From an optimization exercise on the open Yosys and OpenROAD flow, aimed at small area, a short achievable clock period and few clock cycles per item; shortcuts taken in it are not production practice.
At most, simulation tests tie the RTL to the original design; equivalence was not proved.
For run 1, only the layout was checked, not whether the RTL still works.

## flow/design.v (module list and top-level ports; edited modules follow where they fit)
// module fx_mul_sat: 20 lines
// module fx_mul_hi: 2977 lines
// module velocity_reflector: 112 lines
module velocity_reflector #(
  parameter int unsigned WIDTH      = billiard_fx_pkg::WIDTH,
  parameter int unsigned FRAC_WIDTH = billiard_fx_pkg::FRAC_WIDTH
) (
  input  logic             clk,
  input  logic             rst_n,
  input  logic             in_valid,
  output logic             in_ready,
  input  logic [WIDTH-1:0] vx,
  input  logic [WIDTH-1:0] vy,
  input  logic [WIDTH-1:0] nx,
  input  logic [WIDTH-1:0] ny,
  output logic             out_valid,
  input  logic             out_ready,
  output logic [WIDTH-1:0] vx_out,
  output logic [WIDTH-1:0] vy_out,
  output logic             out_reflected,
  output logic             out_sat
);
  // ...
==> flow/run.sh <==
#!/bin/bash
# synth_recipe.tcl (not shown) runs the flow's synth.tcl, then flattens the netlist and writes it again
# the make line also repeats each setting of config.mk as NAME=value (left out here)
make -C /OpenROAD-flow-scripts/flow DESIGN_CONFIG=/design/flow/config.mk WORK_HOME=/design/flow/orfs CLKGATE_MAP_FILE= SYNTH_SCRIPT=/design/flow/synth_recipe.tcl finish
==> flow/config.mk <==
export PLATFORM = sky130hd
export DESIGN_NAME = velocity_reflector
export DESIGN_NICKNAME = velocity_reflector
export VERILOG_FILES = /design/flow/design.v
export SDC_FILE = /design/flow/constraint.sdc
export NUM_CORES = 4
export LEC_CHECK = 0
export ABC_AREA = 1
export CAP_MARGIN = 20
export CORE_MARGIN = 2
export CORE_UTILIZATION = 40
export PLACE_DENSITY = 0.6
export SETUP_SLACK_MARGIN = 5
export SLEW_MARGIN = 20
==> flow/constraint.sdc <==
create_clock -name core_clock -period 16.0 [get_ports {clk}]
set_input_delay 3.2000 -clock core_clock [delete_from_list [all_inputs] [get_ports {clk}]]
set_output_delay 3.2000 -clock core_clock [all_outputs]
set_load 0.01 [all_outputs]
==> impl_metrics.csv, run 1 <==
group,metric,value,unit
outcome,status,"finished clean",
drt,vias,57470,
global_route,grtUsageMet3,7.87,%
final_layout,finalInstanceArea,0.0740,mm^2
final_layout,regArea,0.0101,mm^2
drt,wl_met1,105000,um
placement,gp_congestion,0.998,
synthesis,synth_top_area_cell,"fa_1",
final_layout,drive_above_1_share,15.1,%
timing,finClkSkew,0.0912,ns
clocking,clock_path_buffers,3,
final_layout,syn2layout_area_growth,17.3,%
clocking,cts_tree,"done",
synthesis,yosys-mux-area-fraction,0,%
setup_path,cp-end-kind,"flop",
placement,dp.cells,9062,
synthesis,synth_top_family_by_area,"adder cells",
timing,slew_headroom,23.3,%
final_layout,clkCellAreaFrac,2.35,%
final_layout,multiInputGateArea,0.0489,mm^2
setup_path,reg2reg_to,"s_k[3]",
final_layout,final_cell_mix,"xor2_1 (1080), o22ai_1 (979), fa_1 (827)",
setup_path,required,16.44,ns
synthesis,synth_ff_type,"edfxtp_1",
global_route,use_met1,43.3,%
floorplan,initial_core_util,40.3,%
synthesis,syn_inst,7174,
timing,fin_ws,4.97,ns
==> module velocity_reflector, before the edit <==
module velocity_reflector #(
  parameter int unsigned WIDTH      = billiard_fx_pkg::WIDTH,
  parameter int unsigned FRAC_WIDTH = billiard_fx_pkg::FRAC_WIDTH
) (
  input  logic             clk,
  input  logic             rst_n,
  input  logic             in_valid,
  output logic             in_ready,
  input  logic [WIDTH-1:0] vx,
  input  logic [WIDTH-1:0] vy,
  input  logic [WIDTH-1:0] nx,
  input  logic [WIDTH-1:0] ny,
  output logic             out_valid,
  input  logic             out_ready,
  output logic [WIDTH-1:0] vx_out,
  output logic [WIDTH-1:0] vy_out,
  output logic             out_reflected,
  output logic             out_sat
);
  localparam logic [WIDTH-1:0] POS_LIM = {1'b0, {(WIDTH-1){1'b1}}};
  localparam logic [WIDTH-1:0] NEG_LIM = {1'b1, {(WIDTH-1){1'b0}}};
  logic             in_v;
  logic [WIDTH-1:0] i_vx, i_vy, i_nx, i_ny;
  logic             s_v;
  logic [WIDTH-1:0] s_vx, s_vy, s_nx, s_ny, s_k;
  logic             s_sat;
  logic             out_free;
  logic             in_take;
  logic [WIDTH-1:0] m1_a, m1_b, m2_a, m2_b, m1_y, m2_y;
  logic             m1_sat, m2_sat;
  logic [WIDTH:0]   sum, dif_x, dif_y;
  logic [WIDTH-1:0] d, k, r_x, r_y;
  logic             neg, sum_sat, dbl_sat, dx_sat, dy_sat;
  logic             sat_1, sat_2;
  function automatic logic [WIDTH:0] add_sat(input logic [WIDTH-1:0] a,
                                             input logic [WIDTH-1:0] b,
                                             input logic             sub);
    logic [WIDTH:0] s;
    if (sub) s = {a[WIDTH-1], a} - {b[WIDTH-1], b};
    else     s = {a[WIDTH-1], a} + {b[WIDTH-1], b};
    if (s[WIDTH] != s[WIDTH-1]) add_sat = {1'b1, (s[WIDTH] ? NEG_LIM : POS_LIM)};
    else                        add_sat = {1'b0, s[WIDTH-1:0]};
  endfunction
  assign m1_a = s_v ? s_k  : i_vx;
  assign m1_b = s_v ? s_nx : i_nx;
  assign m2_a = s_v ? s_k  : i_vy;
  assign m2_b = s_v ? s_ny : i_ny;
  fx_mul_sat #(.WIDTH(WIDTH), .FRAC_WIDTH(FRAC_WIDTH)) u_mul1 (
    .a(m1_a), .b(m1_b), .y(m1_y), .sat(m1_sat)
  );
  fx_mul_sat #(.WIDTH(WIDTH), .FRAC_WIDTH(FRAC_WIDTH)) u_mul2 (
    .a(m2_a), .b(m2_b), .y(m2_y), .sat(m2_sat)
  );
  always_comb begin
    sum     = add_sat(m1_y, m2_y, 1'b0);
    sum_sat = sum[WIDTH];
    d       = sum[WIDTH-1:0];
    neg     = d[WIDTH-1];
    dbl_sat = d[WIDTH-1] != d[WIDTH-2];
    k       = dbl_sat ? (d[WIDTH-1] ? NEG_LIM : POS_LIM) : {d[WIDTH-2:0], 1'b0};
    sat_1   = m1_sat | m2_sat | sum_sat | (neg & dbl_sat);
  end
  always_comb begin
    dif_x  = add_sat(s_vx, m1_y, 1'b1);
    dif_y  = add_sat(s_vy, m2_y, 1'b1);
    dx_sat = dif_x[WIDTH];
    dy_sat = dif_y[WIDTH];
    r_x    = dif_x[WIDTH-1:0];
    r_y    = dif_y[WIDTH-1:0];
    sat_2  = s_sat | m1_sat | m2_sat | dx_sat | dy_sat;
  end
  assign out_free = !out_valid || out_ready;
  assign in_take  = in_v && !s_v && out_free;
  assign in_ready = !in_v || in_take;
  always_ff @(posedge clk or negedge rst_n) begin
    if (!rst_n) begin
      in_v      <= 1'b0;
      s_v       <= 1'b0;
      out_valid <= 1'b0;
    end else begin
      if (in_ready) in_v <= in_valid;
      if (s_v) begin
        if (out_free) s_v <= 1'b0;
      end else begin
        s_v <= in_take && neg;
      end
      if (out_free) out_valid <= s_v || (in_v && !neg);
    end
  end
  always_ff @(posedge clk) begin
    if (in_ready) begin
      i_vx <= vx;
      i_vy <= vy;
      i_nx <= nx;
      i_ny <= ny;
    end
    if (!s_v) begin
      s_vx  <= i_vx;
      s_vy  <= i_vy;
      s_nx  <= i_nx;
      s_ny  <= i_ny;
      s_k   <= k;
      s_sat <= sat_1;
    end
    if (out_free) begin
      vx_out        <= s_v ? r_x : i_vx;
      vy_out        <= s_v ? r_y : i_vy;
      out_reflected <= s_v;
      out_sat       <= s_v ? sat_2 : sat_1;
    end
  end
endmodule
==> run 2, diff against run 1 <==
--- a/flow/design.v
+++ b/flow/design.v
@@ -3033,16 +3033,15 @@
   localparam logic [WIDTH-1:0] NEG_LIM = {1'b1, {(WIDTH-1){1'b0}}};
   logic             in_v;
   logic [WIDTH-1:0] i_vx, i_vy, i_nx, i_ny;
-  logic             s_v;
-  logic [WIDTH-1:0] s_vx, s_vy, s_nx, s_ny, s_k;
-  logic             s_sat;
-  logic             out_free;
-  logic             in_take;
-  logic [WIDTH-1:0] m1_a, m1_b, m2_a, m2_b, m1_y, m2_y;
+  logic             w_v, w_s2, w_sat;
+  logic [WIDTH-1:0] w_a1, w_b1, w_a2, w_b2;
+  logic             out_free, w_adv, w_to2, w_free;
+  logic [WIDTH-1:0] n_a1, n_b1, n_a2, n_b2;
+  logic [WIDTH-1:0] m1_y, m2_y;
   logic             m1_sat, m2_sat;
   logic [WIDTH:0]   sum, dif_x, dif_y;
-  logic [WIDTH-1:0] d, k, r_x, r_y;
-  logic             neg, sum_sat, dbl_sat, dx_sat, dy_sat;
+  logic [WIDTH-1:0] d, k;
+  logic             neg, dbl_sat;
   logic             sat_1, sat_2;
   function automatic logic [WIDTH:0] add_sat(input logic [WIDTH-1:0] a,
                                              input logic [WIDTH-1:0] b,
@@ -3053,50 +3052,49 @@
     if (s[WIDTH] != s[WIDTH-1]) add_sat = {1'b1, (s[WIDTH] ? NEG_LIM : POS_LIM)};
     else                        add_sat = {1'b0, s[WIDTH-1:0]};
   endfunction
-  assign m1_a = s_v ? s_k  : i_vx;
-  assign m1_b = s_v ? s_nx : i_nx;
-  assign m2_a = s_v ? s_k  : i_vy;
-  assign m2_b = s_v ? s_ny : i_ny;
   fx_mul_sat #(.WIDTH(WIDTH), .FRAC_WIDTH(FRAC_WIDTH)) u_mul1 (
-    .a(m1_a), .b(m1_b), .y(m1_y), .sat(m1_sat)
+    .a(w_a1), .b(w_b1), .y(m1_y), .sat(m1_sat)
   );
   fx_mul_sat #(.WIDTH(WIDTH), .FRAC_WIDTH(FRAC_WIDTH)) u_mul2 (
-    .a(m2_a), .b(m2_b), .y(m2_y), .sat(m2_sat)
+    .a(w_a2), .b(w_b2), .y(m2_y), .sat(m2_sat)
   );
   always_comb begin
     sum     = add_sat(m1_y, m2_y, 1'b0);
-    sum_sat = sum[WIDTH];
     d       = sum[WIDTH-1:0];
     neg     = d[WIDTH-1];
     dbl_sat = d[WIDTH-1] != d[WIDTH-2];
     k       = dbl_sat ? (d[WIDTH-1] ? NEG_LIM : POS_LIM) : {d[WIDTH-2:0], 1'b0};
-    sat_1   = m1_sat | m2_sat | sum_sat | (neg & dbl_sat);
+    sat_1   = m1_sat | m2_sat | sum[WIDTH] | (neg & dbl_sat);
   end
   always_comb begin
-    dif_x  = add_sat(s_vx, m1_y, 1'b1);
-    dif_y  = add_sat(s_vy, m2_y, 1'b1);
-    dx_sat = dif_x[WIDTH];
-    dy_sat = dif_y[WIDTH];
-    r_x    = dif_x[WIDTH-1:0];
-    r_y    = dif_y[WIDTH-1:0];
-    sat_2  = s_sat | m1_sat | m2_sat | dx_sat | dy_sat;
+    dif_x = add_sat(vx_out, m1_y, 1'b1);
+    dif_y = add_sat(vy_out, m2_y, 1'b1);
+    sat_2 = w_sat | m1_sat | m2_sat | dif_x[WIDTH] | dif_y[WIDTH];
   end
   assign out_free = !out_valid || out_ready;
-  assign in_take  = in_v && !s_v && out_free;
-  assign in_ready = !in_v || in_take;
+  assign w_adv    = w_v && out_free;
+  assign w_to2    = w_adv && !w_s2 && neg;
+  assign w_free   = !w_v || (w_adv && (w_s2 || !neg));
+  assign in_ready = !in_v;
+  assign n_a1 = in_v ? i_vx : vx;
+  assign n_b1 = in_v ? i_nx : nx;
+  assign n_a2 = in_v ? i_vy : vy;
+  assign n_b2 = in_v ? i_ny : ny;
   always_ff @(posedge clk or negedge rst_n) begin
     if (!rst_n) begin
       in_v      <= 1'b0;
-      s_v       <= 1'b0;
+      w_v       <= 1'b0;
+      w_s2      <= 1'b0;
       out_valid <= 1'b0;
     end else begin
-      if (in_ready) in_v <= in_valid;
-      if (s_v) begin
-        if (out_free) s_v <= 1'b0;
-      end else begin
-        s_v <= in_take && neg;
+      in_v <= (in_v || in_valid) && !w_free;
+      if (w_free) begin
+        w_v  <= in_v || in_valid;
+        w_s2 <= 1'b0;
+      end else if (w_to2) begin
+        w_s2 <= 1'b1;
       end
-      if (out_free) out_valid <= s_v || (in_v && !neg);
+      if (out_free) out_valid <= w_v && (w_s2 || !neg);
     end
   end
   always_ff @(posedge clk) begin
@@ -3106,19 +3104,21 @@
       i_nx <= nx;
       i_ny <= ny;
     end
-    if (!s_v) begin
-      s_vx  <= i_vx;
-      s_vy  <= i_vy;
-      s_nx  <= i_nx;
-      s_ny  <= i_ny;
-      s_k   <= k;
-      s_sat <= sat_1;
+    if (w_to2) begin
+      w_a1  <= k;
+      w_a2  <= k;
+      w_sat <= sat_1;
+    end else if (w_free) begin
+      w_a1 <= n_a1;
+      w_b1 <= n_b1;
+      w_a2 <= n_a2;
+      w_b2 <= n_b2;
     end
     if (out_free) begin
-      vx_out        <= s_v ? r_x : i_vx;
-      vy_out        <= s_v ? r_y : i_vy;
-      out_reflected <= s_v;
-      out_sat       <= s_v ? sat_2 : sat_1;
+      vx_out        <= w_s2 ? dif_x[WIDTH-1:0] : w_a1;
+      vy_out        <= w_s2 ? dif_y[WIDTH-1:0] : w_a2;
+      out_reflected <= w_s2;
+      out_sat       <= w_s2 ? sat_2 : sat_1;
     end
   end
 endmodule
==> flow/flow/run.sh (new file) <==
#!/bin/bash
set -euo pipefail
MARGIN=$(cat flow/margin.txt)
bash standard.sh SETUP_SLACK_MARGIN=$MARGIN finish > standard_flow.log 2>&1
==> flow/flow/margin.txt (new file) <==
8
==> flow/standard.sh (new file) <==
#!/bin/bash
# synth_recipe.tcl (not shown) runs the flow's synth.tcl, then flattens the netlist and writes it again
# the make line also repeats each setting of config.mk as NAME=value (left out here)
make -C /OpenROAD-flow-scripts/flow DESIGN_CONFIG=/design/flow/config.mk WORK_HOME=/design/flow/orfs CLKGATE_MAP_FILE= SYNTH_SCRIPT=/design/flow/synth_recipe.tcl "${@:-finish}"
--- a/flow/config.mk
+++ b/flow/config.mk
@@ -10,5 +10,4 @@
 export CORE_MARGIN = 2
 export CORE_UTILIZATION = 40
 export PLACE_DENSITY = 0.6
-export SETUP_SLACK_MARGIN = 5
 export SLEW_MARGIN = 20
removed: flow/run.sh
==> run 2 against run 1 <==
Still clean. Utilization rose by 2.7 points. Fmax rose by 10%. Sequential cell count fell by 31. Synthesized cell count rose by 2.6%. Routed wire length rose by 6.1%. Sequential share of layout area fell by 2.5 points. Synthesized area fell by 2.4%. Register-to-register slack improved by 1.0 ns. Die area fell by 2.4%. Final cell count rose by 2.6%. Hold slack got worse by 0.0035 ns. Highest routed layer unchanged.
==> impl_metrics.csv, run 2 <==
group,metric,value,unit
floorplan,io_pins,200,
min_path,hold_class,"reg -> reg",
clocking,root_buffer,"clkbuf_16",
floorplan,fp.dieW,396,um
timing,setup-violations-final,0,
setup_path,cp_top_family,"adder cells",
run,maxCapViolCount,0,
final_layout,final_cell_mix,"nand2_1 (1078), xor2_1 (1029), o22ai_1 (913)",
timing,slew_viol_final,0,
synthesis,synth_common_cells,"nand2_1 (1185), xor2_1 (1037), o22ai_1 (930), inv_1 (859), fa_1 (855)",
setup_path,crit_arrival,10.40,ns
setup_path,path_buf_inv,10,
min_path,holdPathEnd,"i_nx[24]",
synthesis,syn_inst,7357,
global_route,grt_first_pass_wirelength,411000,um
drt,drt-total-wl,284000,um
setup_path,critPathSlowestCell,"edfxtp_1",
synthesis,synth_area_leaders,"fa_1 (28%), xor2_1 (15%), edfxtp_1 (9.5%), o22ai_1 (9.5%), nand2_1 (7.2%)",
timing,fmax,100,MHz
floorplan,core_area,0.152,mm^2
synthesis,synth_cell_types,58,
setup_path,reg2reg_to,"w_a2[9]",
floorplan,fp-row-count,143,
final_layout,syn2layout_area_growth,23.8,%
final_layout,final-instance-count-excl-fill,9682,
final_layout,drive_above_1_share,18.0,%
timing,rsz0062_at_grt,"true",
clocking,postCtsHoldBufs,0,
drt,drc,0,
synthesis,synth_area_per_cell,8.37,um^2
setup_path,required,16.40,ns
global_route,grt_pass1_vias,60169,
global_route,overflow,0,
timing,hold_viol,0,
setup_path,ff2ff_path_depth,47,
synthesis,synth_ff_type,"edfxtp_1",
global_route,use_met1,44.4,%
synthesis,ys_seq_area_share,13.8,%
synthesis,async_reset_ff_share,1.22,%
setup_path,crit_path_start_kind,"flop",
outcome,status,"finished clean",
drt,wire_per_inst,29.3,um
drt,ant_nets,0,
drt,via_per_inst,6.13,
drt,first_iter_violations,7184,
drt,dr.pass1.iters,9,
clocking,clock_latency,0.70,ns
synthesis,synth_top_area_cell,"fa_1",
clocking,clkSinkCount,327,
clocking,clk_pin_slew,0.06,ns
timing,timing.final.crit_share,62.5,%
synthesis,synth_edf_count,195,
global_route,grt_usage,35.4,%
clocking,cts_made_buffers,45,
clocking,htree_levels,2,
timing,fin_tns_setup,0,ns
min_path,min_from,"i_nx[24]",
placement,gp_congestion,0.995,
setup_path,cp-end-kind,"flop",
final_layout,layout_commonest_cell,"nand2_1",
timing,worst_hold_slack,0.448,ns
global_route,grtUsageMet2,51.1,%
synthesis,synth_fp_nets,8664,
timing,tightest_slew,1.37,ns
setup_path,crit_fanout,16,
setup_path,reg2reg_slack,6.00,ns
setup_path,cp.depth,47,
placement,dp_hpwl,186000,um
placement,dp.cells,9159,
clocking,cts_tree,"done",
global_route,grt-busiest-layer,"met2",
drt,vias,59306,
floorplan,die_y,396,um
placement,portBuffers,199,
synthesis,synth_top_area_share,27.8,%
setup_path,path_class,"reg -> reg",
synthesis,synth_most_common_cell,"nand2_1",
global_route,antenna_found_initial,4,
global_route,grtUsageMet3,13.2,%
min_path,hold_depth,2,
synthesis,synth_seq_cells,327,
floorplan,initial_core_util,40.4,%
timing,min_period,10.00,ns
timing,finClkSkew,0.101,ns
final_layout,fin_nets,8921,
synthesis,synth_area,0.0615,mm^2
floorplan,die_area,0.157,mm^2
setup_path,r2r_start,"w_a1[15]",
synthesis,synth_warnings,2,
clocking,clock_path_buffers,3,
placement,pre_cts_ws,2.70,ns
setup_path,cp_slowest_stage_delay,0.80,ns
timing,slew_headroom,8.03,%
final_layout,fillers,14161,
timing,fin_ws,6.00,ns
global_route,grt_max_degree,69,
[run 2: per-layer routing]
metal | routed length [um] | share of wire, % | up-vias
li1 | - | - | 24906
met1 | 105000 | 37 | 29027
met2 | 116000 | 41 | 4221
met3 | 39900 | 14 | 1148
met4 | 22400 | 7.9 | 4
met5 | 159 | 0.056 | -
[run 2: worst max-delay path by stage]
stage | from | endpoint | slack (ns)
6_report | w_a1[15] | w_a2[9] | 6.00
5_1_grt | w_b1[3] | w_a2[9] | 5.68
4_1_cts | w_b1[3] | w_a2[9] | 6.22
3_5_place_dp | w_b1[3] | w_a2[9] | 2.70
3_3_place_gp | w_b1[3] | w_a2[1] | 2.82
2_1_floorplan | w_b1[15] | w_b1[0] | 6.85
[run 2: timing repair]
| item | CTS | global route |
|---|---|---|
| endpoints found under the setup margin | 199 | 199 |
| cloned | 70 | 6 |
| gates resized for setup | 828 | 126 |
| pin swaps | 166 | 75 |
| buffers inserted | 317 | 45 |
[run 2: cell type report]
class,count,area [um^2],area share [%]
clock buffers,60,1320,1.73
well taps,2030,2540,3.33
inverters,907,3830,5.02
multi-input cells,5559,50900,66.8
diodes,1,2.50,0.00328
flip-flops and latches,327,8520,11.2
clock inverters,24,230,0.302
repair buffers,766,8820,11.6
repair inverters,8,65.1,0.0854
[run 2: worst register-to-register path: cells and delay by family (launching register included)]
family | cells | cell delay, ns
adders and majority gates | 10 | 3.99
AOI/OAI and AO/OA | 7 | 1.25
and+or+nand+nor | 18 | 1.77
DFF | 1 | 0.80
xor gates and xnor gates | 2 | 0.34
buffers and inverters | 10 | 1.55
[run 2: cells by family (layout without fill, tap and decap cells)]
group / Yosys count / after routing / synth area share (%)
AOI/OAI and AO/OA: 1644 / 1650 / 16.4
xor gates and xnor gates: 1081 / 1081 / 15.4
adders and majority gates: 1175 / 1175 / 34.3
buffers and inverters: 1493 / 1765 / 9.25
DFF: 327 / 327 / 13.8
other: 0 / 1 / 0
and+or+nand+nor: 1637 / 1653 / 10.8
[run 2: per-stage QoR]
stage | util, % | instance area [um^2]
floorplan | - | 63200
global placement | 43.4 | 66100
detailed placement | 43.4 | 66100
CTS | 49.3 | 75100
global route | 50.0 | 76200
finish | 50.0 | 76200
Testbench counts of run 2, summed over its fixed seeds: cycles 3,684, items 2,400.
==> run 3, diff against run 2 <==
==> flow/flow/margin.txt (replaced) <==
6
==> run 3 against run 2 <==
Die area did not move. Sequential share of layout area up 0.20 points. Register-to-register slack gained 0.17 ns. Synthesized cell count unchanged. Still clean. Sequential cell count unchanged. Worst setup slack improved by 0.17 ns. Final cell count shrank 0.15%. Global-route usage decreased by 1.8 points.
==> impl_metrics.csv, run 3 <==
group,metric,value,unit
drt,drc,0,
floorplan,die_area,0.157,mm^2
clocking,clk_pin_slew,0.07,ns
timing,fin_ws,6.17,ns
global_route,grt_max_degree,78,
synthesis,synth_area,0.0615,mm^2
global_route,grtUsageMet3,11.2,%
clocking,cts_made_buffers,40,
clocking,htree_levels,2,
final_layout,fin_nets,8902,
setup_path,crit_path_start_kind,"flop",
timing,fmax,102,MHz
clocking,clock_latency,0.64,ns
synthesis,synth_common_cells,"nand2_1 (1185), xor2_1 (1037), o22ai_1 (930), inv_1 (859), fa_1 (855)",
global_route,use_met1,47.2,%
final_layout,syn2layout_area_growth,21.6,%
min_path,min_from,"i_ny[15]",
synthesis,synth_area_leaders,"fa_1 (28%), xor2_1 (15%), edfxtp_1 (9.5%), o22ai_1 (9.5%), nand2_1 (7.2%)",
setup_path,required,16.46,ns
synthesis,synth_fp_nets,8664,
setup_path,reg2reg_slack,6.17,ns
synthesis,synth_area_per_cell,8.37,um^2
outcome,status,"finished clean",
setup_path,ff2ff_path_depth,44,
drt,first_iter_violations,8457,
clocking,clock_path_buffers,3,
setup_path,critPathSlowestCell,"fa_2",
synthesis,async_reset_ff_share,1.22,%
synthesis,synth_top_area_cell,"fa_1",
timing,hold_viol,0,
final_layout,multiInputGateArea,0.0504,mm^2
timing,timing.final.crit_share,61.5,%
synthesis,synth_ff_type,"edfxtp_1",
global_route,grtUsageMet2,47.2,%
global_route,grt-busiest-layer,"met1",
final_layout,drive_above_1_share,17.1,%
clocking,cts_tree,"done",
drt,vias,59539,
placement,portBuffers,199,
run,maxCapViolCount,0,
timing,setup-violations-final,0,
timing,rsz0062_at_grt,"false",
drt,drt-total-wl,275000,um
floorplan,fp-row-count,143,
placement,dp_hpwl,186000,um
synthesis,synth_top_area_share,27.8,%
final_layout,regArea,0.00852,mm^2
floorplan,io_pins,200,
timing,fin_tns_setup,0,ns
global_route,grt_usage,33.6,%
setup_path,path_class,"reg -> reg",
synthesis,synth_most_common_cell,"nand2_1",
synthesis,ys_seq_area_share,13.8,%
floorplan,fp.dieW,396,um
final_layout,layout_commonest_cell,"nand2_1",
timing,min_period,9.83,ns
placement,pre_cts_ws,2.20,ns
final_layout,final_cell_mix,"nand2_1 (1079), xor2_1 (1020), o22ai_1 (900)",
setup_path,r2r_start,"w_b1[17]",
floorplan,core_area,0.152,mm^2
setup_path,crit_path_frequent_cell,"nand2_1",
synthesis,synth_cell_types,58,
min_path,hold_class,"reg -> reg",
drt,ant_nets,0,
synthesis,synth_warnings,2,
timing,slew_viol_final,0,
global_route,overflow,0,
clocking,clkSinkCount,327,
synthesis,synth_seq_cells,327,
final_layout,fillers,14305,
synthesis,syn_inst,7357,
global_route,grt_pass1_vias,57728,
min_path,holdPathEnd,"i_ny[15]",
floorplan,initial_core_util,40.4,%
global_route,grt_first_pass_wirelength,394000,um
timing,tightest_slew,1.15,ns
setup_path,cp_slowest_stage_delay,0.61,ns
setup_path,cp-end-kind,"flop",
min_path,hold_depth,2,
synthesis,synth_edf_count,195,
timing,finClkSkew,0.0553,ns
global_route,antenna_found_initial,17,
timing,slew_headroom,23.6,%
floorplan,die_y,396,um
drt,wire_per_inst,28.5,um
clocking,root_buffer,"clkbuf_16",
drt,dr.pass1.iters,7,
setup_path,reg2reg_to,"vx_out[21]",
setup_path,crit_arrival,10.30,ns
drt,via_per_inst,6.16,
placement,gp_congestion,1.00,
setup_path,crit_fanout,21,
-- run 3: cell types whose count changed in the layout (fill, tap and decap cells not counted), sizes merged, moves of 3 or more --
cell	delta
buf	-18
bufbuf	-7
clkinv	+3
clkinvlp	+3
diode	+9
inv	-4
-- run 3: worst max path at each step --
stage / startpoint / cells after the start / end
after global routing: w_b2[6] / 52 / w_a2[3]
after global placement: w_b2[11] / 47 / w_a1[10]
after CTS: w_b2[1] / 48 / w_a1[16]
final: w_b1[17] / 44 / vx_out[21]
after detailed placement: w_b2[11] / 47 / w_a1[10]
after floorplan: w_b1[3] / 47 / w_b1[0]
-- run 3: routing by layer --
layer	wire length, um	up-vias	part of all wire, %
met5	29	-	0.011
li1	-	24858	-
met4	14600	4	5.3
met3	40300	1001	15
met1	109000	29002	40
met2	111000	4674	40
-- run 3: worst max-delay path: cells and delay by family, from the launching register on --
| kind | cells | cell delay [ns] |
|---|---|---|
| adders and majority gates | 8 | 3.50 |
| and+or+nand+nor | 14 | 1.89 |
| DFF | 1 | 0.53 |
| AOI/OAI and AO/OA | 9 | 1.61 |
| buffers and inverters | 11 | 1.66 |
| xor gates and xnor gates | 2 | 0.44 |
-- run 3: timing repair --
action	in CTS	in global routing
pin swaps	89	270
cloned	39	23
setup endpoints to repair	199	197
buffers inserted	182	155
hold buffers	0	0
resized for setup	469	500
-- run 3: kinds of logic after synthesis --
group	synth area share, %
compound gates	16.4
xor+xnor	15.4
fa+ha+maj	34.3
buf+inv	9.25
flops	13.8
simple gates	10.8
-- run 3: metrics by stage --
| step | utilization (%) | cells | hold slack [ns] | cell area [um^2] |
|---|---|---|---|---|
| after floorplan | - | 7357 | 0.418 | 61600 |
| after global placement | 42.9 | 9184 | 0.431 | 65400 |
| after detailed placement | 42.9 | 9184 | 0.435 | 65400 |
| after CTS | 46.6 | 9479 | 0.453 | 71100 |
| after global routing | 49.1 | 9657 | 0.470 | 74800 |
| final | 49.1 | 9667 | 0.449 | 74900 |
-- run 3: final cells by class --
type,count,area share (%)
clock buffers,50,1.53
diodes,10,0.0334
multi-input cells,5559,67.3
inverters,907,4.99
clock inverters,24,0.379
well taps,2030,3.39
repair buffers,750,10.9
flip-flops and latches,327,11.4
repair inverters,10,0.115
==> run 4, diff against run 3 <==
==> flow/run.sh (new file) <==
#!/bin/bash
# synth_recipe.tcl (not shown) runs the flow's synth.tcl, then flattens the netlist and writes it again
# the make line also repeats each setting of config.mk as NAME=value (left out here)
make -C /OpenROAD-flow-scripts/flow DESIGN_CONFIG=/design/flow/config.mk WORK_HOME=/design/flow/orfs CLKGATE_MAP_FILE= SYNTH_SCRIPT=/design/flow/synth_recipe.tcl finish
--- a/flow/config.mk
+++ b/flow/config.mk
@@ -10,4 +10,5 @@
 export CORE_MARGIN = 2
 export CORE_UTILIZATION = 40
 export PLACE_DENSITY = 0.6
+export SETUP_SLACK_MARGIN = 4
 export SLEW_MARGIN = 20
removed: flow/flow/run.sh
removed: flow/flow/margin.txt
removed: flow/standard.sh
==> run 4 against run 3 <==
Critical path depth is 7 higher. Utilization is 4.7 points lower. Critical endpoint is now w_a1[11]. Worst setup slack worse by 1.6 ns. Final cell count is 3.6% lower.
==> impl_metrics.csv, run 4 <==
group,metric,value,unit
clocking,clkSinkCount,327,
synthesis,ys_seq_area_share,13.8,%
drt,drt-total-wl,255000,um
synthesis,synth_top_area_cell,"fa_1",
drt,vias,56351,
floorplan,io_pins,200,
min_path,hold_class,"reg -> reg",
clocking,clock_path_buffers,3,
global_route,grt_pass1_vias,55380,
setup_path,crit_path_frequent_cell,"nand2_1",
final_layout,syn2layout_area_growth,10.1,%
floorplan,fp-row-count,143,
setup_path,cp-end-kind,"flop",
synthesis,synth_top_area_share,27.8,%
global_route,grt_first_pass_wirelength,374000,um
placement,dp_hpwl,183000,um
setup_path,reg2reg_slack,4.52,ns
drt,via_per_inst,6.05,
final_layout,fin_nets,8559,
clocking,htree_levels,2,
drt,ant_nets,0,
setup_path,crit_fanout,32,
timing,setup-violations-final,0,
timing,hold_viol,0,
floorplan,die_y,396,um
run,maxCapViolCount,0,
timing,rsz0062_at_grt,"false",
timing,slew_viol_final,0,
placement,gp_congestion,1.02,
final_layout,drive_above_1_share,7.34,%
setup_path,crit_path_start_kind,"flop",
global_route,grt_max_degree,68,
final_layout,final_cell_mix,"nand2_1 (1165), xor2_1 (1036), o22ai_1 (930)",
drt,wire_per_inst,27.4,um
outcome,status,"finished clean",
synthesis,synth_fp_nets,8664,
floorplan,fp.dieW,396,um
synthesis,synth_ff_type,"edfxtp_1",
drt,dr.pass1.iters,8,
setup_path,crit_arrival,11.95,ns
timing,min_period,11.48,ns
floorplan,initial_core_util,40.4,%
final_layout,layout_commonest_cell,"nand2_1",
synthesis,synth_cell_types,58,
timing,worst_hold_slack,0.447,ns
synthesis,synth_area_per_cell,8.37,um^2
synthesis,async_reset_ff_share,1.22,%
synthesis,synth_area_leaders,"fa_1 (28%), xor2_1 (15%), edfxtp_1 (9.5%), o22ai_1 (9.5%), nand2_1 (7.2%)",
synthesis,synth_warnings,2,
final_layout,fillers,14948,
clocking,cts_tree,"done",
synthesis,synth_seq_cells,327,
timing,timing.final.crit_share,71.7,%
setup_path,required,16.47,ns
floorplan,die_area,0.157,mm^2
floorplan,core_area,0.152,mm^2
global_route,overflow,0,
drt,drc,0,
setup_path,cp_slowest_stage_delay,0.53,ns
timing,tightest_slew,1.15,ns
synthesis,synth_edf_count,195,
timing,fmax,87.1,MHz
synthesis,syn_inst,7357,
clocking,cts_made_buffers,40,
synthesis,synth_most_common_cell,"nand2_1",
setup_path,path_class,"reg -> reg",
timing,fin_tns_setup,0,ns
clocking,clock_latency,0.64,ns
timing,finClkSkew,0.0471,ns
global_route,antenna_found_initial,14,
clocking,root_buffer,"clkbuf_16",
setup_path,critPathSlowestCell,"fa_1",
clocking,clk_pin_slew,0.08,ns
global_route,grt_usage,31.8,%
synthesis,synth_common_cells,"nand2_1 (1185), xor2_1 (1037), o22ai_1 (930), inv_1 (859), fa_1 (855)",
final_layout,final_util,44.4,%
timing,slew_headroom,22.3,%
synthesis,synth_area,0.0615,mm^2
placement,portBuffers,199,
drt,first_iter_violations,7253,
## run 4: worst max-delay path: cells and delay by family (launching register included)
kind            cells  cell delay (ns)
compound gates      9             1.71
xor+xnor            2             0.46
fa+ha+maj          10             4.18
buf+inv            11             2.04
flops               1             0.37
simple gates       19             2.53
## run 4: final cells by class
type	instances	area [um^2]	area share [%]
antenna	1	2.50	0.00369
clock inverter	26	251	0.371
tap	2030	2540	3.75
multi-input combinational	5541	47900	70.7
timing repair inverter	2	10.0	0.0148
clock buffer	48	1060	1.57
sequential	327	8520	12.6
inverter	907	3500	5.17
timing repair buffer	433	3980	5.88
## run 4: cell families (layout without fill, tap and decap cells)
family	Yosys count	in the layout	share of synthesized area, %
AO/OA/AOI/OAI	1644	1648	16.4
AND/OR/NAND/NOR	1637	1637	10.8
buffers and inverters	1493	1416	9.25
adder cells (fa/ha/maj)	1175	1175	34.3
XOR/XNOR	1081	1081	15.4
flip-flops	327	327	13.8
other	0	1	0
## run 4: path summary, 6_finish.rpt
| kind | from | depth (start not counted) | to |
|---|---|---|---|
| max | w_b1[21] | 51 | w_a1[11] |
| max reg2reg | w_b1[21] | 51 | w_a1[11] |
| min in group asynchronous | rst_n | 1 | w_v |
| max in group asynchronous | rst_n | 1 | in_v |
| min reg2reg | i_nx[30] | 2 | i_nx[30] |
| min | i_nx[30] | 2 | i_nx[30] |
## run 4: stage by stage
stage	setup slack, ns	cells	area (um^2)
after global routing	3.98	9314	67700
final	4.52	9315	67700
after global placement	2.63	9169	65300
after CTS	4.03	9263	66900
after detailed placement	2.43	9169	65300
after floorplan	4.13	7357	61500
## run 4: metal layers
metal	wire length [um]	track usage, %	part of all wire [%]
met1	105000	45.5	41
met2	102000	44.4	40
met3	35400	9.89	14
met4	12500	11.9	4.9
met5	35	0	0.014
## run 4: timing repair
| item | 4_1_cts | 5_1_grt |
|---|---|---|
| pin swaps | 2 | 9 |
| cloned | 3 | 3 |
| setup buffers | 17 | 47 |
| endpoints found under the setup margin | 133 | 145 |
| resized for setup | 26 | 99 |
| hold buffers | 0 | 0 |
==> run 5, diff against run 4 <==
--- a/flow/config.mk
+++ b/flow/config.mk
@@ -10,5 +10,5 @@
 export CORE_MARGIN = 2
 export CORE_UTILIZATION = 40
 export PLACE_DENSITY = 0.6
-export SETUP_SLACK_MARGIN = 4
+export SETUP_SLACK_MARGIN = 5
 export SLEW_MARGIN = 20
==> run 5 against run 4 <==
Hold slack barely moved. Die area did not move. Routed wire length increased by 1.7%. Fmax up 7.5%. Sequential share of layout area shrank 0.26 points. Critical endpoint is now w_a1[28]. Still clean on timing, DRC and antenna.
==> impl_metrics.csv, run 5 <==
group,metric,value,unit
setup_path,r2r_start,"w_a1[30]",
drt,drt-total-wl,259000,um
clocking,clock_path_buffers,3,
timing,rsz0062_at_grt,"false",
clocking,clock_latency,0.63,ns
timing,finClkSkew,0.0296,ns
timing,slew_viol_final,0,
outcome,status,"finished clean",
floorplan,die_y,396,um
setup_path,crit_path_frequent_cell,"nand2_1",
setup_path,required,16.36,ns
final_layout,syn2layout_area_growth,12.4,%
setup_path,crit_path_start_kind,"flop",
synthesis,synth_area_per_cell,8.37,um^2
placement,portBuffers,199,
setup_path,path_buf_inv,8,
min_path,hold_class,"reg -> reg",
synthesis,synth_edf_count,195,
floorplan,fp.dieW,396,um
timing,fin_tns_setup,0,ns
clocking,postCtsHoldBufs,0,
setup_path,worstSetupEndpoint,"w_a1[28]",
setup_path,cp.depth,46,
setup_path,startpoint,"w_a1[30]",
setup_path,crit_arrival,11.04,ns
drt,ant_nets,0,
placement,dp.cells,9171,
synthesis,syn_inst,7357,
synthesis,synth_area,0.0615,mm^2
clocking,cts_tree,"done",
final_layout,fillers,14971,
clocking,root_buffer,"clkbuf_16",
clocking,cts_made_buffers,40,
final_layout,drive_above_1_share,9.06,%
drt,wire_per_inst,27.6,um
timing,setup-violations-final,0,
final_layout,final-instance-count-excl-fill,9380,
setup_path,ff2ff_path_depth,46,
drt,first_iter_violations,7167,
setup_path,cp_slowest_stage_delay,0.64,ns
synthesis,synth_common_cells,"nand2_1 (1185), xor2_1 (1037), o22ai_1 (930), inv_1 (859), fa_1 (855)",
synthesis,synth_fp_nets,8664,
clocking,htree_levels,2,
synthesis,synth_warnings,2,
drt,vias,56969,
setup_path,reg2reg_slack,5.32,ns
synthesis,synth_ff_type,"edfxtp_1",
floorplan,io_pins,200,
synthesis,synth_most_common_cell,"nand2_1",
setup_path,critPathSlowestCell,"fa_1",
run,maxCapViolCount,0,
synthesis,synth_area_leaders,"fa_1 (28%), xor2_1 (15%), edfxtp_1 (9.5%), o22ai_1 (9.5%), nand2_1 (7.2%)",
synthesis,synth_top_area_cell,"fa_1",
clocking,clk_pin_slew,0.06,ns
clocking,clkSinkCount,327,
synthesis,synth_seq_cells,327,
synthesis,async_reset_ff_share,1.22,%
global_route,grt_first_pass_wirelength,378000,um
global_route,overflow,0,
setup_path,reg2reg_to,"w_a1[28]",
synthesis,synth_top_area_share,27.8,%
drt,drc,0,
final_layout,layout_commonest_cell,"nand2_1",
global_route,grt_pass1_vias,55944,
floorplan,die_area,0.157,mm^2
floorplan,initial_core_util,40.4,%
timing,timing.final.crit_share,66.8,%
timing,hold_viol,0,
setup_path,cp_top_family,"adder cells",
timing,tightest_slew,1.11,ns
placement,dp_hpwl,183000,um
timing,slew_headroom,26.1,%
global_route,antenna_found_initial,18,
final_layout,fin_nets,8622,
setup_path,path_class,"reg -> reg",
timing,worst_hold_slack,0.447,ns
setup_path,cp-end-kind,"flop",
floorplan,core_area,0.152,mm^2
synthesis,synth_cell_types,58,
placement,gp_congestion,1.00,
synthesis,ys_seq_area_share,13.8,%
final_layout,final_cell_mix,"nand2_1 (1142), xor2_1 (1035), o22ai_1 (930)",
drt,dr.pass1.iters,6,
floorplan,fp-row-count,143,
drt,via_per_inst,6.07,
timing,fmax,93.6,MHz
global_route,grt_max_degree,75,
timing,min_period,10.68,ns
min_path,hold_depth,2,
setup_path,crit_fanout,28,
global_route,grt_usage,32.1,%
[run 5: cell counts after synthesis]
No cell type changed its count.
[run 5: layer usage]
| metal | share of wire, % | vias up | track usage (%) |
|---|---|---|---|
| met1 | 41 | 27957 | 45.8 |
| met4 | 4.9 | 16 | 12.7 |
| met2 | 41 | 4041 | 45.4 |
| met5 | 0.041 | - | 0 |
| met3 | 14 | 723 | 9.51 |
| li1 | - | 24232 | - |
[run 5: worst min path at each step]
stage                     slack [ns]      from       end
after floorplan                 0.42   i_nx[0]   i_nx[0]
after global placement          0.43  i_nx[31]  i_nx[31]
after detailed placement        0.43   i_ny[2]   i_ny[2]
after CTS                       0.45  i_nx[17]  i_nx[17]
after global routing            0.46  i_ny[29]  i_ny[29]
final                           0.45  i_nx[17]  i_nx[17]
[run 5: worst register-to-register path, delay by kind of cell (launching register included)]
family,cells,cell delay (ns)
buffers and inverters,8,1.59
adder cells (fa/ha/maj),9,3.93
XOR/XNOR,2,0.38
AND/OR/NAND/NOR,19,2.39
AO/OA/AOI/OAI,8,1.52
flip-flops,1,0.60
[run 5: logic make-up (layout without fill, tap and decap cells)]
kind of cell             after synthesis  count (layout)  share of synthesized area, %
other                                  0               3                             0
XOR/XNOR                            1081            1081                          15.4
buffers and inverters               1493            1474                          9.25
AO/OA/AOI/OAI                       1644            1646                          16.4
AND/OR/NAND/NOR                     1637            1644                          10.8
flip-flops                           327             327                          13.8
adder cells (fa/ha/maj)             1175            1175                          34.3
[run 5: final cells by class]
cell class	count	area, um^2	share of cell area (%)
Multi-Input combinational cell	5546	48300	69.8
Sequential cell	327	8520	12.3
Timing Repair Buffer	491	4880	7.05
Inverter	907	3610	5.21
Tap cell	2030	2540	3.67
Clock buffer	51	1100	1.60
Clock inverter	23	223	0.322
Timing Repair inverter	2	12.5	0.0181
Antenna cell	3	7.51	0.0108
[run 5: timing repair]
item,4_1_cts,5_1_grt
resized for setup,140,201
buffers inserted,49,65
endpoints found under the setup margin,198,192
cloned,7,11
pin swaps,11,23
[run 5: through the flow]
stage | setup WS, ns | area, um^2 | util, %
after floorplan | 5.38 | 61500 | -
after global placement | 2.34 | 65300 | 42.9
after detailed placement | 2.29 | 65300 | 42.9
after CTS | 5.01 | 67800 | 44.4
after global routing | 4.97 | 69200 | 45.4
final | 5.32 | 69200 | 45.4
==> run 6, diff against run 5 <==
--- a/flow/config.mk
+++ b/flow/config.mk
@@ -8,7 +8,7 @@
 export ABC_AREA = 1
 export CAP_MARGIN = 20
 export CORE_MARGIN = 2
-export CORE_UTILIZATION = 40
-export PLACE_DENSITY = 0.6
+export CORE_UTILIZATION = 60
+export PLACE_DENSITY = 0.75
 export SETUP_SLACK_MARGIN = 5
 export SLEW_MARGIN = 20
==> run 6 against run 5 <==
Hold slack got worse by 0.00057 ns. Final cell count is 6.8% lower. Sequential share of layout area is 0.14 points higher. Non-clock buffer count grew 17. Global-route usage increased by 14 points. Critical path depth unchanged. Still clean. Die area down 33%. First-iteration DRC count up 22%.
==> impl_metrics.csv, run 6 <==
group,metric,value,unit
floorplan,io_pins,200,
synthesis,synth_edf_count,195,
drt,vias,58620,
final_layout,drive_above_1_share,8.91,%
setup_path,crit_fanout,30,
clocking,clock_latency,0.64,ns
global_route,grt_max_degree,78,
synthesis,synth_area_leaders,"fa_1 (28%), xor2_1 (15%), edfxtp_1 (9.5%), o22ai_1 (9.5%), nand2_1 (7.2%)",
run,maxCapViolCount,0,
timing,timing.final.crit_share,66.7,%
synthesis,synth_seq_cells,327,
final_layout,final_util,67.2,%
timing,rsz0062_at_grt,"false",
setup_path,critPathSlowestCell,"edfxtp_1",
setup_path,cp_slowest_stage_delay,0.77,ns
clocking,htree_levels,2,
timing,finClkSkew,0.0725,ns
floorplan,fp-row-count,117,
setup_path,required,16.34,ns
clocking,cts_tree,"done",
global_route,overflow,0,
clocking,clock_path_buffers,3,
setup_path,crit_path_frequent_cell,"nand2_1",
timing,hold_viol,0,
drt,via_per_inst,6.70,
drt,first_iter_violations,8771,
timing,slew_viol_final,0,
floorplan,die_y,324,um
floorplan,die_area,0.105,mm^2
timing,min_period,10.66,ns
final_layout,layout_commonest_cell,"nand2_1",
drt,ant_nets,0,
clocking,clk_pin_slew,0.07,ns
global_route,grt_pass1_vias,57119,
drt,dr.pass1.iters,13,
final_layout,final_cell_mix,"nand2_1 (1155), xor2_1 (1035), o22ai_1 (929)",
clocking,clkSinkCount,327,
synthesis,async_reset_ff_share,1.22,%
synthesis,synth_warnings,2,
synthesis,synth_ff_type,"edfxtp_1",
synthesis,synth_common_cells,"nand2_1 (1185), xor2_1 (1037), o22ai_1 (930), inv_1 (859), fa_1 (855)",
drt,drc,0,
global_route,grt_usage,45.7,%
setup_path,crit_arrival,11.00,ns
timing,slew_headroom,17.9,%
setup_path,cp-end-kind,"flop",
timing,setup-violations-final,0,
floorplan,initial_core_util,60.5,%
synthesis,synth_cell_types,58,
placement,dp_hpwl,174000,um
synthesis,synth_area,0.0615,mm^2
timing,fmax,93.8,MHz
global_route,antenna_found_initial,15,
synthesis,synth_fp_nets,8664,
timing,tightest_slew,1.22,ns
clocking,cts_made_buffers,40,
placement,portBuffers,199,
synthesis,synth_area_per_cell,8.37,um^2
outcome,status,"finished clean",
final_layout,fillers,8314,
final_layout,fin_nets,8637,
floorplan,core_area,0.102,mm^2
drt,wire_per_inst,27.9,um
min_path,hold_class,"reg -> reg",
synthesis,syn_inst,7357,
final_layout,syn2layout_area_growth,11.1,%
global_route,grt_first_pass_wirelength,357000,um
synthesis,synth_top_area_share,27.8,%
setup_path,crit_path_start_kind,"flop",
synthesis,synth_top_area_cell,"fa_1",
timing,fin_tns_setup,0,ns
synthesis,ys_seq_area_share,13.8,%
clocking,root_buffer,"clkbuf_16",
placement,gp_congestion,1.05,
floorplan,fp.dieW,324,um
synthesis,synth_most_common_cell,"nand2_1",
drt,drt-total-wl,244000,um
setup_path,path_class,"reg -> reg",
==> run 6: cell counts after synthesis <==
Identical to the previous run, type by type.
==> run 6: worst paths after layout <==
| path | slack, ns | cells past startpoint | endpoint | start |
|---|---|---|---|---|
| min in group asynchronous | 2.98 | 1 | out_valid | rst_n |
| max in group asynchronous | 12.47 | 1 | in_v | rst_n |
| max | 5.34 | 46 | w_a1[2] | w_a1[23] |
| min reg2reg | 0.45 | 2 | i_nx[18] | i_nx[18] |
| max reg2reg | 5.34 | 46 | w_a1[2] | w_a1[23] |
| min | 0.45 | 2 | i_nx[18] | i_nx[18] |
==> run 6: stage by stage <==
step / cells / instance area, um^2 / hold WS (ns) / worst slack, ns
after CTS: 8628 / 66700 / 0.451 / 5.04
final: 8746 / 68400 / 0.447 / 5.34
after global routing: 8730 / 68400 / 0.470 / 4.94
after floorplan: 7357 / 61500 / 0.418 / 5.38
after global placement: 8515 / 64500 / 0.432 / 3.02
after detailed placement: 8516 / 64500 / 0.434 / 2.69
==> run 6: critical path, delay by kind of cell, from the launching register on <==
family          cells  cell delay, ns
flops               1            0.77
buf+inv             7            1.17
xor+xnor            2            0.33
simple gates       18            1.83
compound gates      9            1.80
fa+ha+maj          10            4.39
==> run 6: area by class of cell <==
class	count	area, um^2	area share (%)
Multi-Input combinational cell	5543	48200	70.5
Sequential cell	327	8520	12.5
Timing Repair Buffer	508	4840	7.08
Inverter	907	3640	5.32
Tap cell	1368	1710	2.50
Clock buffer	53	1180	1.73
Clock inverter	21	241	0.353
Antenna cell	16	40.0	0.0585
Timing Repair inverter	3	21.3	0.0311
==> run 6: metal layers <==
| layer | global-route usage (%) | part of all wire (%) |
|---|---|---|
| met5 | 0.417 | 0.15 |
| met4 | 22.9 | 6.8 |
| met3 | 20.3 | 17 |
| met2 | 64.9 | 41 |
| met1 | 58.8 | 35 |
==> run 6: kinds of logic after synthesis <==
kind of cell	count (synthesis)	synth area share (%)
XOR/XNOR	1081	15.4
buffers and inverters	1493	9.25
adder cells (fa/ha/maj)	1175	34.3
flip-flops	327	13.8
AND/OR/NAND/NOR	1637	10.8
AO/OA/AOI/OAI	1644	16.4
==> run 6: timing repair <==
| action | CTS | global route |
|---|---|---|
| hold buffers | 0 | 0 |
| endpoints found under the setup margin | 198 | 195 |
| pin swaps | 7 | 30 |
| setup buffers | 34 | 87 |
| gates resized for setup | 98 | 175 |
| cloned | 4 | 13 |
==> run 7, diff against run 6 <==
--- a/flow/config.mk
+++ b/flow/config.mk
@@ -6,9 +6,9 @@
 export NUM_CORES = 4
 export LEC_CHECK = 0
 export ABC_AREA = 1
-export CAP_MARGIN = 20
+export CAP_MARGIN = 0
 export CORE_MARGIN = 2
-export CORE_UTILIZATION = 60
-export PLACE_DENSITY = 0.75
+export CORE_UTILIZATION = 40
+export PLACE_DENSITY = 0.6
 export SETUP_SLACK_MARGIN = 5
-export SLEW_MARGIN = 20
+export SLEW_MARGIN = 0
==> run 7 against run 6 <==
Still clean. Final cell count up 7.0%. Die area up 49%. Critical path depth is 4 higher. Fmax grew 0.21%. Routed wire length is 5.4% higher. Utilization is 22 points lower. Clock-buffer cell count fell by 2. Global-route usage is 14 points lower. Via count down 3.2%. Sequential cell count unchanged. Sequential share of layout area shrank 0.072 points. Highest routed layer unchanged.
==> impl_metrics.csv, run 7 <==
group,metric,value,unit
outcome,status,"finished clean",
drt,wire_per_inst,27.5,um
synthesis,synth_common_cells,"nand2_1 (1185), xor2_1 (1037), o22ai_1 (930), inv_1 (859), fa_1 (855)",
placement,portBuffers,199,
synthesis,async_reset_ff_share,1.22,%
global_route,grt_first_pass_wirelength,379000,um
synthesis,synth_area_per_cell,8.37,um^2
global_route,antenna_found_initial,12,
synthesis,synth_cell_types,58,
setup_path,crit_path_start_kind,"flop",
clocking,clock_latency,0.64,ns
timing,slew_headroom,12.5,%
synthesis,synth_edf_count,195,
synthesis,synth_seq_cells,327,
timing,fin_tns_setup,0,ns
timing,min_period,10.64,ns
setup_path,startpoint,"w_b1[11]",
floorplan,die_y,396,um
min_path,min_from,"i_nx[17]",
clocking,root_buffer,"clkbuf_16",
timing,finClkSkew,0.0395,ns
placement,dp.cells,9172,
clocking,clkSinkCount,327,
clocking,htree_levels,2,
global_route,grt_max_degree,75,
clocking,clk_pin_slew,0.06,ns
synthesis,synth_area_leaders,"fa_1 (28%), xor2_1 (15%), edfxtp_1 (9.5%), o22ai_1 (9.5%), nand2_1 (7.2%)",
setup_path,cp.depth,50,
synthesis,synth_most_common_cell,"nand2_1",
final_layout,fin_nets,8599,
final_layout,drive_above_1_share,8.82,%
placement,gp_congestion,1.00,
global_route,overflow,0,
floorplan,die_area,0.157,mm^2
setup_path,critPathSlowestCell,"fa_1",
min_path,hold_depth,2,
synthesis,syn_inst,7357,
run,maxCapViolCount,0,
timing,rsz0062_at_grt,"true",
timing,fmax,94.0,MHz
synthesis,synth_top_area_share,27.8,%
drt,via_per_inst,6.07,
min_path,hold_class,"reg -> reg",
drt,ant_nets,0,
global_route,grt_usage,32.2,%
setup_path,crit_path_frequent_cell,"nand2_1",
global_route,grt_pass1_vias,55844,
final_layout,layout_commonest_cell,"nand2_1",
timing,slew_viol_final,0,
final_layout,syn2layout_area_growth,11.8,%
setup_path,path_class,"reg -> reg",
timing,setup-violations-final,0,
setup_path,path_buf_inv,11,
final_layout,final-instance-count-excl-fill,9356,
synthesis,ys_seq_area_share,13.8,%
setup_path,required,16.36,ns
timing,fin_ws,5.36,ns
floorplan,io_pins,200,
clocking,cts_made_buffers,40,
synthesis,synth_ff_type,"edfxtp_1",
placement,pre_cts_ws,2.23,ns
drt,dr.pass1.iters,6,
setup_path,cp_slowest_stage_delay,0.59,ns
synthesis,synth_fp_nets,8664,
floorplan,initial_core_util,40.4,%
setup_path,r2r_start,"w_b1[11]",
placement,dp_hpwl,183000,um
synthesis,synth_top_area_cell,"fa_1",
timing,tightest_slew,1.30,ns
floorplan,core_area,0.152,mm^2
drt,vias,56750,
drt,drc,0,
setup_path,crit_fanout,31,
setup_path,cp_top_family,"adder cells",
drt,drt-total-wl,258000,um
setup_path,crit_arrival,11.00,ns
synthesis,synth_area,0.0615,mm^2
clocking,postCtsHoldBufs,0,
timing,hold_viol,0,
final_layout,final_cell_mix,"nand2_1 (1129), xor2_1 (1035), o22ai_1 (930)",
clocking,cts_tree,"done",
clocking,clock_path_buffers,3,
synthesis,synth_warnings,2,
setup_path,ff2ff_path_depth,50,
drt,first_iter_violations,7568,
final_layout,fillers,15014,
floorplan,fp.dieW,396,um
floorplan,fp-row-count,143,
setup_path,cp-end-kind,"flop",
timing,timing.final.crit_share,66.5,%
[run 7: cell types whose count changed in the layout (fill, tap and decap cells not counted), moves of 8 or more]
cell / delta
o21ai_2: +14
clkbuf_16: -8
buf_6: +14
buf_4: -48
nand2_1: -26
nand2_2: +25
diode_2: -14
clkinvlp_4: -8
o21ai_4: -14
[run 7: cell families after synthesis]
logic type,share of synthesized area (%)
AO/OA/AOI/OAI,16.4
XOR/XNOR,15.4
adder cells (fa/ha/maj),34.3
buffers and inverters,9.25
flip-flops,13.8
AND/OR/NAND/NOR,10.8
[run 7: stage by stage]
stage	utilization [%]	area, um^2	hold WS, ns
6_report	45.1	68800	0.449
2_1_floorplan	-	61500	0.418
5_1_grt	45.1	68800	0.464
4_1_cts	44.6	67900	0.447
3_3_place_gp	42.9	65300	0.429
3_5_place_dp	42.9	65400	0.434
[run 7: tightest hold or removal path: stages, from the launching register on]
cell and delay (ns):
dfxtp_1 0.30, nand2_1 0.05, nand2_1 0.07
[run 7: final cells by class]
type / instances / area, um^2 / share of cell area [%]
Multi-Input combinational cell: 5543 / 48200 / 70.1
Antenna cell: 2 / 5.00 / 0.00727
Timing Repair Buffer: 471 / 4580 / 6.65
Timing Repair inverter: 2 / 15.0 / 0.0218
Inverter: 907 / 3580 / 5.21
Clock buffer: 51 / 1130 / 1.64
Clock inverter: 23 / 219 / 0.318
Sequential cell: 327 / 8520 / 12.4
Tap cell: 2030 / 2540 / 3.69
[run 7: path summary, 6_finish.rpt]
check,endpoint,slack (ns)
hold / removal,i_nx[17],0.45
hold reg to reg,i_nx[17],0.45
max in group asynchronous,in_v,12.80
setup reg to reg,w_a1[25],5.36
min in group asynchronous,out_valid,2.88
setup / recovery,w_a1[25],5.36
[run 7: what timing repair did]
item / 4_1_cts / 5_1_grt
setup buffers: 58 / 39
gates resized for setup: 160 / 144
endpoints found under the setup margin: 198 / 194
pin swaps: 13 / 15
cloned: 6 / 5
[run 7: per-layer routing]
| layer | up-vias | share of wire, % | GRT usage [%] |
|---|---|---|---|
| met4 | 6 | 4.7 | 12.3 |
| met3 | 710 | 14 | 9.43 |
| met5 | - | 0.012 | 0 |
| met1 | 27797 | 41 | 46.1 |
| li1 | 24162 | - | - |
| met2 | 4075 | 41 | 45.3 |

-- what the ideal ports hide --
No port has a modelled driver above. Below, the same layouts with a new extraction and two added sets of constraints. Step 1 (the two cells are an assumption about what drives the block):
set clk [get_ports {clk}]
set_driving_cell -lib_cell sky130_fd_sc_hd__clkbuf_16 $clk
set_driving_cell -lib_cell sky130_fd_sc_hd__buf_2 [delete_from_list [all_inputs] $clk]
Step 2, shift: input delay + t, output delay - t, t = (earliest + latest rising clock arrival at the registers) / 2. This alone moves slack from input paths to output paths. Slacks: ideal ports / drivers / drivers and shift; pairs: ideal ports / drivers.
| run | t, ns | setup WS [ns] | worst setup path after step 2 | clock arrival spread, ns | slew at the worst register clock pin (ns) |
|---|---|---|---|---|---|
| run 1 | 0.734 | 4.969 / 4.969 / 4.969 | register to register | 0.092 / 0.091 | 0.07 / 0.07 |
| run 2 | 0.727 | 5.997 / 5.997 / 5.997 | register to register | 0.103 / 0.102 | 0.08 / 0.08 |
| run 3 | 0.671 | 6.166 / 6.166 / 6.166 | register to register | 0.056 / 0.055 | 0.07 / 0.07 |
| run 4 | 0.681 | 4.523 / 4.523 / 4.523 | register to register | 0.049 / 0.049 | 0.08 / 0.08 |
| run 5 | 0.680 | 5.319 / 5.319 / 5.319 | register to register | 0.031 / 0.031 | 0.07 / 0.07 |
| run 6 | 0.679 | 5.336 / 5.336 / 5.336 | register to register | 0.073 / 0.073 | 0.07 / 0.07 |
| run 7 | 0.685 | 5.359 / 5.359 / 5.359 | register to register | 0.040 / 0.040 | 0.07 / 0.07 |
After both steps every run listed still meets setup and hold.
